From an optimization exercise on the open Yosys and OpenROAD flow, aimed at small area, a short achievable clock period and few clock cycles; shortcuts taken in it are not production practice. Only simulation tests tie the RTL to the original design; equivalence was not proved. No activity file was given, so power comes from the tool's default toggle rates.

$ cat flow/run.sh
#!/bin/bash
# synth_recipe.tcl (not shown) runs the flow's synth.tcl, then flattens the netlist and writes it again
# the make line also repeats each setting of config.mk as NAME=value (left out here)
make -C /OpenROAD-flow-scripts/flow DESIGN_CONFIG=/design/flow/config.mk WORK_HOME=/design/flow/orfs CLKGATE_MAP_FILE= SYNTH_SCRIPT=/design/flow/synth_recipe.tcl finish
$ cat flow/config.mk
export PLATFORM = sky130hd
export DESIGN_NAME = poll_pulse_width_key_responder_top
export DESIGN_NICKNAME = poll_pulse_width_key_responder_top
export VERILOG_FILES = /design/flow/design.v
export SDC_FILE = /design/flow/constraint.sdc
export NUM_CORES = 4
export LEC_CHECK = 0
export CAP_MARGIN = 20
export CORE_MARGIN = 2
export CORE_UTILIZATION = 40
export SLEW_MARGIN = 20
$ cat flow/constraint.sdc
create_clock -name core_clock -period 13.0 [get_ports {clock}]
set_input_delay 2.6000 -clock core_clock [delete_from_list [all_inputs] [get_ports {clock}]]
set_output_delay 2.6000 -clock core_clock [all_outputs]
set_load 0.01 [all_outputs]
$ cat flow/design.v
`default_nettype none
package pwkr_pkg;
   typedef enum logic [1:0] {
      OP_TICK = 2'd0,
      OP_POLL = 2'd1,
      OP_PUSH = 2'd2,
      OP_NOP  = 2'd3
   } opcode_type;
   typedef enum logic [2:0] {
      CSR_ZERO_LOW  = 3'd0,
      CSR_ZERO_HIGH = 3'd1,
      CSR_ONE_LOW   = 3'd2,
      CSR_ONE_HIGH  = 3'd3,
      CSR_TURN      = 3'd4,
      CSR_WINDOW    = 3'd5,
      CSR_STATUS    = 3'd6
   } csr_index_type;
   localparam int unsigned LEN_W    = 10;
   localparam int unsigned WINDOW_W = 16;
   localparam int unsigned KEY_W    = 8;
   localparam int unsigned CSR_W    = 16;
   localparam int unsigned RSP_W    = 16;
   localparam int unsigned QUEUED_W = 5;
   localparam logic [LEN_W-1:0]    ZERO_LOW_RST  = 10'd20;
   localparam logic [LEN_W-1:0]    ZERO_HIGH_RST = 10'd170;
   localparam logic [LEN_W-1:0]    ONE_LOW_RST   = 10'd95;
   localparam logic [LEN_W-1:0]    ONE_HIGH_RST  = 10'd95;
   localparam logic [LEN_W-1:0]    TURN_RST      = 10'd300;
   localparam logic [WINDOW_W-1:0] WINDOW_RST    = 16'd500;
   localparam logic [KEY_W-1:0]    STATUS_RST    = 8'hFD;
   localparam logic [3:0]          FRAME_BITS = 4'd8;
   localparam logic [WINDOW_W-1:0] SINCE_MAX  = 16'hFFFF;
   typedef struct packed {
      logic [LEN_W-1:0]    zero_low;
      logic [LEN_W-1:0]    zero_high;
      logic [LEN_W-1:0]    one_low;
      logic [LEN_W-1:0]    one_high;
      logic [LEN_W-1:0]    turnaround;
      logic [WINDOW_W-1:0] window;
      logic [KEY_W-1:0]    status;
   } cfg_type;
   typedef struct packed {
      logic push;
      logic pop;
   } fifo_ctl_type;
   typedef struct packed {
      logic full;
      logic empty;
   } fifo_stat_type;
endpackage
`default_nettype wire
`default_nettype none
module pwkr_csr (
   input  wire logic                        clock,
   input  wire logic                        reset,
   input  wire logic                        csr_valid,
   output logic                             csr_ready,
   input  wire logic [2:0]                  csr_index,
   input  wire logic [pwkr_pkg::CSR_W-1:0]  csr_data,
   output pwkr_pkg::cfg_type                cfg
);
   pwkr_pkg::cfg_type cfg_ff;
   assign csr_ready = 1'b1;
   assign cfg       = cfg_ff;
   always_ff @(posedge clock) begin
      if (reset) begin
         cfg_ff.zero_low  <= pwkr_pkg::ZERO_LOW_RST;
         cfg_ff.zero_high <= pwkr_pkg::ZERO_HIGH_RST;
         cfg_ff.one_low   <= pwkr_pkg::ONE_LOW_RST;
         cfg_ff.one_high  <= pwkr_pkg::ONE_HIGH_RST;
         cfg_ff.turnaround <= pwkr_pkg::TURN_RST;
         cfg_ff.window    <= pwkr_pkg::WINDOW_RST;
         cfg_ff.status    <= pwkr_pkg::STATUS_RST;
      end else if (csr_valid) begin
         unique case (csr_index)
            pwkr_pkg::CSR_ZERO_LOW:  cfg_ff.zero_low   <= csr_data[pwkr_pkg::LEN_W-1:0];
            pwkr_pkg::CSR_ZERO_HIGH: cfg_ff.zero_high  <= csr_data[pwkr_pkg::LEN_W-1:0];
            pwkr_pkg::CSR_ONE_LOW:   cfg_ff.one_low    <= csr_data[pwkr_pkg::LEN_W-1:0];
            pwkr_pkg::CSR_ONE_HIGH:  cfg_ff.one_high   <= csr_data[pwkr_pkg::LEN_W-1:0];
            pwkr_pkg::CSR_TURN:      cfg_ff.turnaround <= csr_data[pwkr_pkg::LEN_W-1:0];
            pwkr_pkg::CSR_WINDOW:    cfg_ff.window     <= csr_data[pwkr_pkg::WINDOW_W-1:0];
            pwkr_pkg::CSR_STATUS:    cfg_ff.status     <= csr_data[pwkr_pkg::KEY_W-1:0];
            default: ;
         endcase
      end
   end
endmodule
`default_nettype wire
`default_nettype none
module pwkr_key_fifo #(
   parameter int unsigned FIFO_DEPTH = 16,
   localparam int unsigned AW = $clog2(FIFO_DEPTH),
   localparam int unsigned CW = $clog2(FIFO_DEPTH + 1)
) (
   input  wire logic                        clock,
   input  wire logic                        reset,
   input  pwkr_pkg::fifo_ctl_type           ctl,
   input  wire logic [pwkr_pkg::KEY_W-1:0]  wr_data,
   output logic [pwkr_pkg::KEY_W-1:0]       rd_data,
   output pwkr_pkg::fifo_stat_type          stat,
   output logic [CW-1:0]                    count_next
);
   localparam logic [AW-1:0] LAST_PTR = AW'(FIFO_DEPTH - 1);
   localparam logic [CW-1:0] FULL_CNT = CW'(FIFO_DEPTH);
   logic [pwkr_pkg::KEY_W-1:0] mem [FIFO_DEPTH];
   logic [pwkr_pkg::KEY_W-1:0] rd_ff;
   logic [AW-1:0]              head_ff, head_in, tail_ff, tail_in;
   logic [CW-1:0]              count_ff, count_in;
   always_comb begin
      head_in  = head_ff;
      tail_in  = tail_ff;
      count_in = count_ff;
      if (ctl.pop) begin
         head_in  = (head_ff == LAST_PTR) ? '0 : head_ff + 1'b1;
         count_in = count_ff - 1'b1;
      end
      if (ctl.push) begin
         tail_in  = (tail_ff == LAST_PTR) ? '0 : tail_ff + 1'b1;
         count_in = count_ff + 1'b1;
      end
   end
   assign stat.full  = (count_ff == FULL_CNT);
   assign stat.empty = (count_ff == '0);
   assign count_next = count_in;
   assign rd_data    = rd_ff;
   always_ff @(posedge clock) begin
      if (reset) begin
         head_ff  <= '0;
         tail_ff  <= '0;
         count_ff <= '0;
      end else begin
         head_ff  <= head_in;
         tail_ff  <= tail_in;
         count_ff <= count_in;
      end
   end
   always_ff @(posedge clock) begin
      if (ctl.push) begin
         mem[tail_ff] <= wr_data;
      end
      if (ctl.push && (tail_ff == head_in)) begin
         rd_ff <= wr_data;
      end else begin
         rd_ff <= mem[head_in];
      end
   end
endmodule
`default_nettype wire
`default_nettype none
module pwkr_core #(
   parameter int unsigned FIFO_DEPTH = 16,
   localparam int unsigned CW = $clog2(FIFO_DEPTH + 1)
) (
   input  wire logic                        clock,
   input  wire logic                        reset,
   input  pwkr_pkg::cfg_type                cfg,
   input  wire logic                        req_tvalid,
   output logic                             req_tready,
   input  wire logic [pwkr_pkg::KEY_W-1:0]  req_tdata,
   input  wire logic [1:0]                  req_tuser,
   output logic                             rsp_tvalid,
   input  wire logic                        rsp_tready,
   output logic [pwkr_pkg::RSP_W-1:0]       rsp_tdata,
   output pwkr_pkg::fifo_ctl_type           fifo_ctl,
   input  pwkr_pkg::fifo_stat_type          fifo_stat,
   input  wire logic [pwkr_pkg::KEY_W-1:0]  fifo_head_key,
   input  wire logic [CW-1:0]               fifo_count_next,
   output logic [pwkr_pkg::KEY_W-1:0]       push_key
);
   typedef enum logic [1:0] {
      PH_IDLE = 2'd0,
      PH_TURN = 2'd1,
      PH_LOW  = 2'd2,
      PH_HIGH = 2'd3
   } phase_type;
   phase_type                        phase_ff, phase_in;
   logic [pwkr_pkg::LEN_W-1:0]       timer_ff, timer_in;
   logic [pwkr_pkg::WINDOW_W-1:0]    since_ff, since_in;
   logic [pwkr_pkg::KEY_W-1:0]       shift_ff, shift_in;
   logic [3:0]                       bits_ff, bits_in;
   logic                             in_valid_ff;
   logic [1:0]                       in_op_ff;
   logic [pwkr_pkg::KEY_W-1:0]       in_key_ff;
   logic                             rsp_valid_ff;
   logic [pwkr_pkg::RSP_W-1:0]       rsp_data_ff, rsp_data_in;
   logic advance, fire, dropped;
   assign advance    = !rsp_valid_ff || rsp_tready;
   assign fire       = in_valid_ff && advance;
   assign req_tready = !in_valid_ff || advance;
   assign rsp_tvalid = rsp_valid_ff;
   assign rsp_tdata  = rsp_data_ff;
   always_comb begin
      logic [pwkr_pkg::LEN_W-1:0] lo_len;
      logic [pwkr_pkg::LEN_W-1:0] hi_len;
      logic                       enter;
      logic                       done;
      phase_in = phase_ff;
      timer_in = timer_ff;
      since_in = since_ff;
      shift_in = shift_ff;
      bits_in  = bits_ff;
      fifo_ctl = '0;
      dropped  = 1'b0;
      lo_len   = '0;
      hi_len   = '0;
      enter    = 1'b0;
      done     = 1'b0;
      if (fire) begin
         unique case (in_op_ff)
            pwkr_pkg::OP_TICK: begin
               if (since_ff != pwkr_pkg::SINCE_MAX) begin
                  since_in = since_ff + 1'b1;
               end
               if (phase_ff != PH_IDLE && timer_ff != '0) begin
                  timer_in = timer_ff - 1'b1;
               end
            end
            pwkr_pkg::OP_POLL: begin
               if (phase_ff == PH_IDLE) begin
                  since_in = '0;
                  if (since_ff < cfg.window) begin
                     shift_in = cfg.status;
                     bits_in  = pwkr_pkg::FRAME_BITS;
                     phase_in = PH_TURN;
                     timer_in = cfg.turnaround;
                  end else if (!fifo_stat.empty) begin
                     fifo_ctl.pop = 1'b1;
                     shift_in = fifo_head_key;
                     bits_in  = pwkr_pkg::FRAME_BITS;
                     phase_in = PH_TURN;
                     timer_in = cfg.turnaround;
                  end
               end
            end
            pwkr_pkg::OP_PUSH: begin
               if (fifo_stat.full) begin
                  dropped = 1'b1;
               end else begin
                  fifo_ctl.push = 1'b1;
               end
            end
            default: ;
         endcase
      end
      if (phase_in != PH_IDLE && timer_in == '0) begin
         unique case (phase_in)
            PH_TURN: enter = 1'b1;
            PH_LOW: begin
               hi_len = shift_in[0] ? cfg.one_high : cfg.zero_high;
               if (hi_len != '0) begin
                  phase_in = PH_HIGH;
                  timer_in = hi_len;
               end else begin
                  shift_in = shift_in >> 1;
                  bits_in  = bits_in - 1'b1;
                  enter    = 1'b1;
               end
            end
            PH_HIGH: begin
               shift_in = shift_in >> 1;
               bits_in  = bits_in - 1'b1;
               enter    = 1'b1;
            end
            default: ;
         endcase
         if (enter) begin
            for (int i = 0; i <= 8; i++) begin
               if (!done) begin
                  lo_len = shift_in[0] ? cfg.one_low : cfg.zero_low;
                  hi_len = shift_in[0] ? cfg.one_high : cfg.zero_high;
                  if (bits_in == '0) begin
                     phase_in = PH_IDLE;
                     timer_in = '0;
                     done     = 1'b1;
                  end else if (lo_len != '0) begin
                     phase_in = PH_LOW;
                     timer_in = lo_len;
                     done     = 1'b1;
                  end else if (hi_len != '0) begin
                     phase_in = PH_HIGH;
                     timer_in = hi_len;
                     done     = 1'b1;
                  end else begin
                     shift_in = shift_in >> 1;
                     bits_in  = bits_in - 1'b1;
                  end
               end
            end
            if (!done) begin
               phase_in = PH_IDLE;
               timer_in = '0;
            end
         end
      end
      rsp_data_in      = '0;
      rsp_data_in[0]   = (phase_in == PH_LOW) || (phase_in == PH_HIGH);
      rsp_data_in[1]   = (phase_in == PH_HIGH);
      rsp_data_in[2]   = (phase_in != PH_IDLE);
      rsp_data_in[7:3] = pwkr_pkg::QUEUED_W'(fifo_count_next);
      rsp_data_in[8]   = dropped;
   end
   always_ff @(posedge clock) begin
      if (reset) begin
         phase_ff     <= PH_IDLE;
         timer_ff     <= '0;
         since_ff     <= '0;
         shift_ff     <= '0;
         bits_ff      <= '0;
         in_valid_ff  <= 1'b0;
         rsp_valid_ff <= 1'b0;
      end else begin
         phase_ff <= phase_in;
         timer_ff <= timer_in;
         since_ff <= since_in;
         shift_ff <= shift_in;
         bits_ff  <= bits_in;
         if (req_tready) begin
            in_valid_ff <= req_tvalid;
         end
         if (fire) begin
            rsp_valid_ff <= 1'b1;
         end else if (rsp_tready) begin
            rsp_valid_ff <= 1'b0;
         end
      end
   end
   always_ff @(posedge clock) begin
      if (req_tready && req_tvalid) begin
         in_op_ff  <= req_tuser;
         in_key_ff <= req_tdata;
      end
      if (fire) begin
         rsp_data_ff <= rsp_data_in;
      end
   end
   assign push_key = in_key_ff;
endmodule
`default_nettype wire
`default_nettype none
module poll_pulse_width_key_responder_top #(
   parameter int unsigned FIFO_DEPTH = 16
) (
   input  wire logic        clock,
   input  wire logic        reset,
   input  wire logic        req_tvalid,
   output logic             req_tready,
   input  wire logic [7:0]  req_tdata,    
   input  wire logic [1:0]  req_tuser,    
   output logic             rsp_tvalid,
   input  wire logic        rsp_tready,
   output logic [15:0]      rsp_tdata,    
   input  wire logic        csr_valid,
   output logic             csr_ready,
   input  wire logic [2:0]  csr_index,
   input  wire logic [15:0] csr_data
);
   localparam int unsigned CW = $clog2(FIFO_DEPTH + 1);
   pwkr_pkg::cfg_type          cfg;
   pwkr_pkg::fifo_ctl_type     fifo_ctl;
   pwkr_pkg::fifo_stat_type    fifo_stat;
   logic [pwkr_pkg::KEY_W-1:0] head_key;
   logic [CW-1:0]              count_next;
   logic [pwkr_pkg::KEY_W-1:0] u_core_key;
   pwkr_csr u_csr (
      .clock     (clock),
      .reset     (reset),
      .csr_valid (csr_valid),
      .csr_ready (csr_ready),
      .csr_index (csr_index),
      .csr_data  (csr_data),
      .cfg       (cfg)
   );
   pwkr_key_fifo #(
      .FIFO_DEPTH (FIFO_DEPTH)
   ) u_fifo (
      .clock      (clock),
      .reset      (reset),
      .ctl        (fifo_ctl),
      .wr_data    (u_core_key),
      .rd_data    (head_key),
      .stat       (fifo_stat),
      .count_next (count_next)
   );
   pwkr_core #(
      .FIFO_DEPTH (FIFO_DEPTH)
   ) u_core (
      .clock           (clock),
      .reset           (reset),
      .cfg             (cfg),
      .req_tvalid      (req_tvalid),
      .req_tready      (req_tready),
      .req_tdata       (req_tdata),
      .req_tuser       (req_tuser),
      .rsp_tvalid      (rsp_tvalid),
      .rsp_tready      (rsp_tready),
      .rsp_tdata       (rsp_tdata),
      .fifo_ctl        (fifo_ctl),
      .fifo_stat       (fifo_stat),
      .fifo_head_key   (head_key),
      .fifo_count_next (count_next),
      .push_key        (u_core_key)
   );
endmodule
`default_nettype wire
==> impl_metrics.json <==
{
  "cts-buffers-inserted": 28,
  "finalSetupViolCount": 0,
  "critPathLaunchType": "primary input",
  "fin_crit_ns": 12.52,
  "clock_sinks": 280,
  "yosys-top-cells-count": "341 x nand2_1, 195 x nor2_1, 186 x a21oi_1",
  "syn_area_um2": 19500,
  "yosysTopAreaCell": "edfxtp_1",
  "crit_top_cell": "ha_4",
  "ant_nets": 0,
  "synthDominantCellAreaShare": 0.226,
  "fin_nets": 2392,
  "ir_worst_vdd_mv": 0.127,
  "synthTopCellsByArea": "edfxtp_1 23%, dfxtp_1 14%, nand2_1 6.6%",
  "cpMaxStageDelayCell": "a2111oi_4",
  "tightest_slew_ns": 0.939,
  "die_w_um": 225,
  "synthFlopType": "edfxtp_1",
  "tns_ns": 0,
  "gp_congestion": 1.02,
  "p_leak_nw": 7.97,
  "num_antenna_cells": 0,
  "netlist_instances": 2234,
  "dieHeight_um": 225,
  "synth_edf_count": 147,
  "num_io_pins": 53,
  "initial_core_util": 0.407,
  "cts_tree": "done",
  "dieArea_um2": 50500,
  "cp.arrival_ns": 12.98,
  "required_ns": 13.46,
  "grt_pass1_vias": 17624,
  "io_buffers": 44,
  "fp-row-count": 80,
  "rsz0062_at_grt": "true",
  "routedWlPerCell_um": 24.1,
  "gr-total-overflow": 0,
  "final-hold-violation-count": 0,
  "crit_fanout": 8,
  "critical_path_class": "primary input to register",
  "clkSlewWorstSetupHoldPaths_ns": 0.06,
  "post-dp-hpwl_um": 53400,
  "power.density_nw_per_um2": 166,
  "yosysWarningCount": 3,
  "ys_seq_elements": 280,
  "preCtsSetupSlack_ns": -0.0648,
  "vias": 19009,
  "synth_most_common_cell": "nand2_1",
  "timing.final.ws_setup_ns": 0.479,
  "grt_pass1_wl_um": 108000,
  "routed_wl_um": 71500,
  "via_per_inst": 6.42,
  "drcViolationCount": 0,
  "hold_ws_ns": 0.458,
  "finalClockSkew_ns": 0.00844,
  "cap_violations": 0,
  "hold_path.class": "register to register",
  "firstDrtPassIters": 7,
  "drt-initial-drc-count": 2299,
  "antenna_found_initial": 2,
  "fp.coreArea_um2": 47900,
  "cts_root_buffer": "clkbuf_16",
  "h-tree-depth": 1,
  "grt_max_degree": 77,
  "slew_violations": 0,
  "grt.total_usage": 0.276,
  "period_share": 0.963,
  "outcome": "finished clean",
  "drive_above_1_share": 0.177,
  "hold_buffers": 0,
  "cp-end-kind": "register",
  "cts_buffer_depth": 3,
  "ys_seq_area_frac": 0.363,
  "avgSynthCellArea_um2": 8.73,
  "synthArstFlopShare": 0,
  "cpPeakStageDelay_ns": 0.49,
  "area_growth_pct": 17.2,
  "fmax_mhz": 79.9,
  "clk_latency_ns": 0.55,
  "synth.distinct_cells": 113,
  "slew_headroom": 0.374
}
==> cells by family (layout without fill, tap and decap cells) <==
kind of cell | Yosys count | after routing | share of synthesized area
multiplexers | 128 | 128 | 0.0926
buffers and inverters | 202 | 308 | 0.0426
AND/OR/NAND/NOR | 867 | 867 | 0.213
adder cells (fa/ha/maj) | 34 | 34 | 0.0218
XOR/XNOR | 29 | 29 | 0.0130
AO/OA/AOI/OAI | 692 | 692 | 0.254
flip-flops | 280 | 280 | 0.363
other | 2 | 8 | 0.000385
==> per-layer routing <==
layer / track usage / part of all wire
met3: 0.0499 / 0.092
met4: 0.121 / 0.052
met1: 0.384 / 0.43
met5: 0 / 0
met2: 0.419 / 0.43
==> registers in the layout, summed over array words and instances (netlist names), 4 cells and up, named ones only <==
register	count
u_core.rsp_data_ff	9
u_core.timer_ff	10
u_csr.cfg_ff	74
u_fifo.count_ff	5
u_fifo.tail_ff	4
u_core.shift_ff	8
u_core.bits_ff	4
u_fifo.head_ff	4
u_core.since_ff	16
u_fifo.mem	128
u_core.in_key_ff	8
==> power breakdown <==
part           internal (mW)  switching, mW  total, mW
Combinational          0.708           1.20       1.91
Sequential             0.969         0.0656       1.03
Clock                  0.520          0.339      0.859
==> repair_timing <==
action                     in CTS  in global routing
gates resized for setup         0                 30
setup buffers                   0                  8
setup endpoints to repair       0                 21
==> worst max-delay path, delay by kind of cell <==
| family | cells | cell delay, ns |
|---|---|---|
| simple gates | 22 | 3.00 |
| buf+inv | 6 | 1.24 |
| compound gates | 15 | 3.73 |
| mux | 3 | 1.02 |
| fa+ha+maj | 7 | 1.36 |
==> worst paths after layout <==
kind,from,to,slack (ns),depth (start not counted)
worst max-delay path,rsp_tready,u_core.timer_ff[8]$_SDFF_PP0_,0.48,53
worst min register to register,u_csr.cfg_ff[17]$_SDFFE_PP0P_,u_csr.cfg_ff[17]$_SDFFE_PP0P_,0.46,2
worst max register to register,u_csr.cfg_ff[21]$_SDFFE_PP0P_,u_core.timer_ff[8]$_SDFF_PP0_,1.83,54
worst min-delay path,u_csr.cfg_ff[17]$_SDFFE_PP0P_,u_csr.cfg_ff[17]$_SDFFE_PP0P_,0.46,2
==> placed cells by master (no fill, tap or decap), types with 23 or more instances in the layout <==
master	n
clkbuf_16	30
clkdlybuf4s50_1	43
nor3_1	49
o22ai_1	25
a31oi_1	40
nand3_1	61
inv_1	48
nor2_1	193
mux4_2	37
a22oi_1	23
buf_4	160
dfxtp_1	132
nand3b_1	28
o21ai_0	102
edfxtp_1	147
or3_1	27
a21oi_1	184
a211oi_1	38
ha_1	25
nor2b_1	26
nand2_1	332
mux2i_1	62
==> layout make-up <==
type,count,area (µm²)
Clock buffer,44,873
Inverter,51,195
Sequential cell,280,7080
Fill cell,4539,25100
Tap cell,615,769
Timing Repair Buffer,205,1660
Clock inverter,8,121
Multi-Input combinational cell,1758,12200
==> per-stage QoR <==
stage / power [mW] / utilization / instance area [µm²] / instances
6_report: 3.80 / 0.477 / 22800 / 2961
5_1_grt: 3.97 / 0.477 / 22800 / 2961
4_1_cts: 3.71 / 0.471 / 22600 / 2952
3_5_place_dp: 2.84 / 0.451 / 21600 / 2900
3_3_place_gp: 2.83 / 0.451 / 21600 / 2899
2_1_floorplan: 2.26 / - / 20000 / 2240
Testbench counts, summed over its fixed seeds: cycles 72,096.

-- what the ideal ports hide --
The flow's constraints put no driver on any port. The routed layout listed below was extracted and timed again, unchanged, in two steps. Step 1: set_driving_cell puts a clkbuf_16 on clock and a buf_2 on each other input, an assumption about the parent block. Step 2 adds t to the input delays and takes it off the output delays; t is the mean of the earliest and latest rising clock arrival at the registers after step 1. Input paths then give back, and output paths get back, about the clock's delay inside the block. a / b / c = no drivers / after step 1 / after step 2; a / b = the first two.
shift t [ns]: 0.599
slack for setup (ns): 0.479 / 0.509 / -0.090
hold slack, ns: 0.458 / 0.458 / 0.458
worst slew at a driven data input, ns: 0.05
pins driven straight from the clock port: 1
With both steps, setup timing fails in this run, where it was met with ideal ports. The setup slack of this run moves by +0.030 ns with the drivers and by -0.569 ns with both steps.
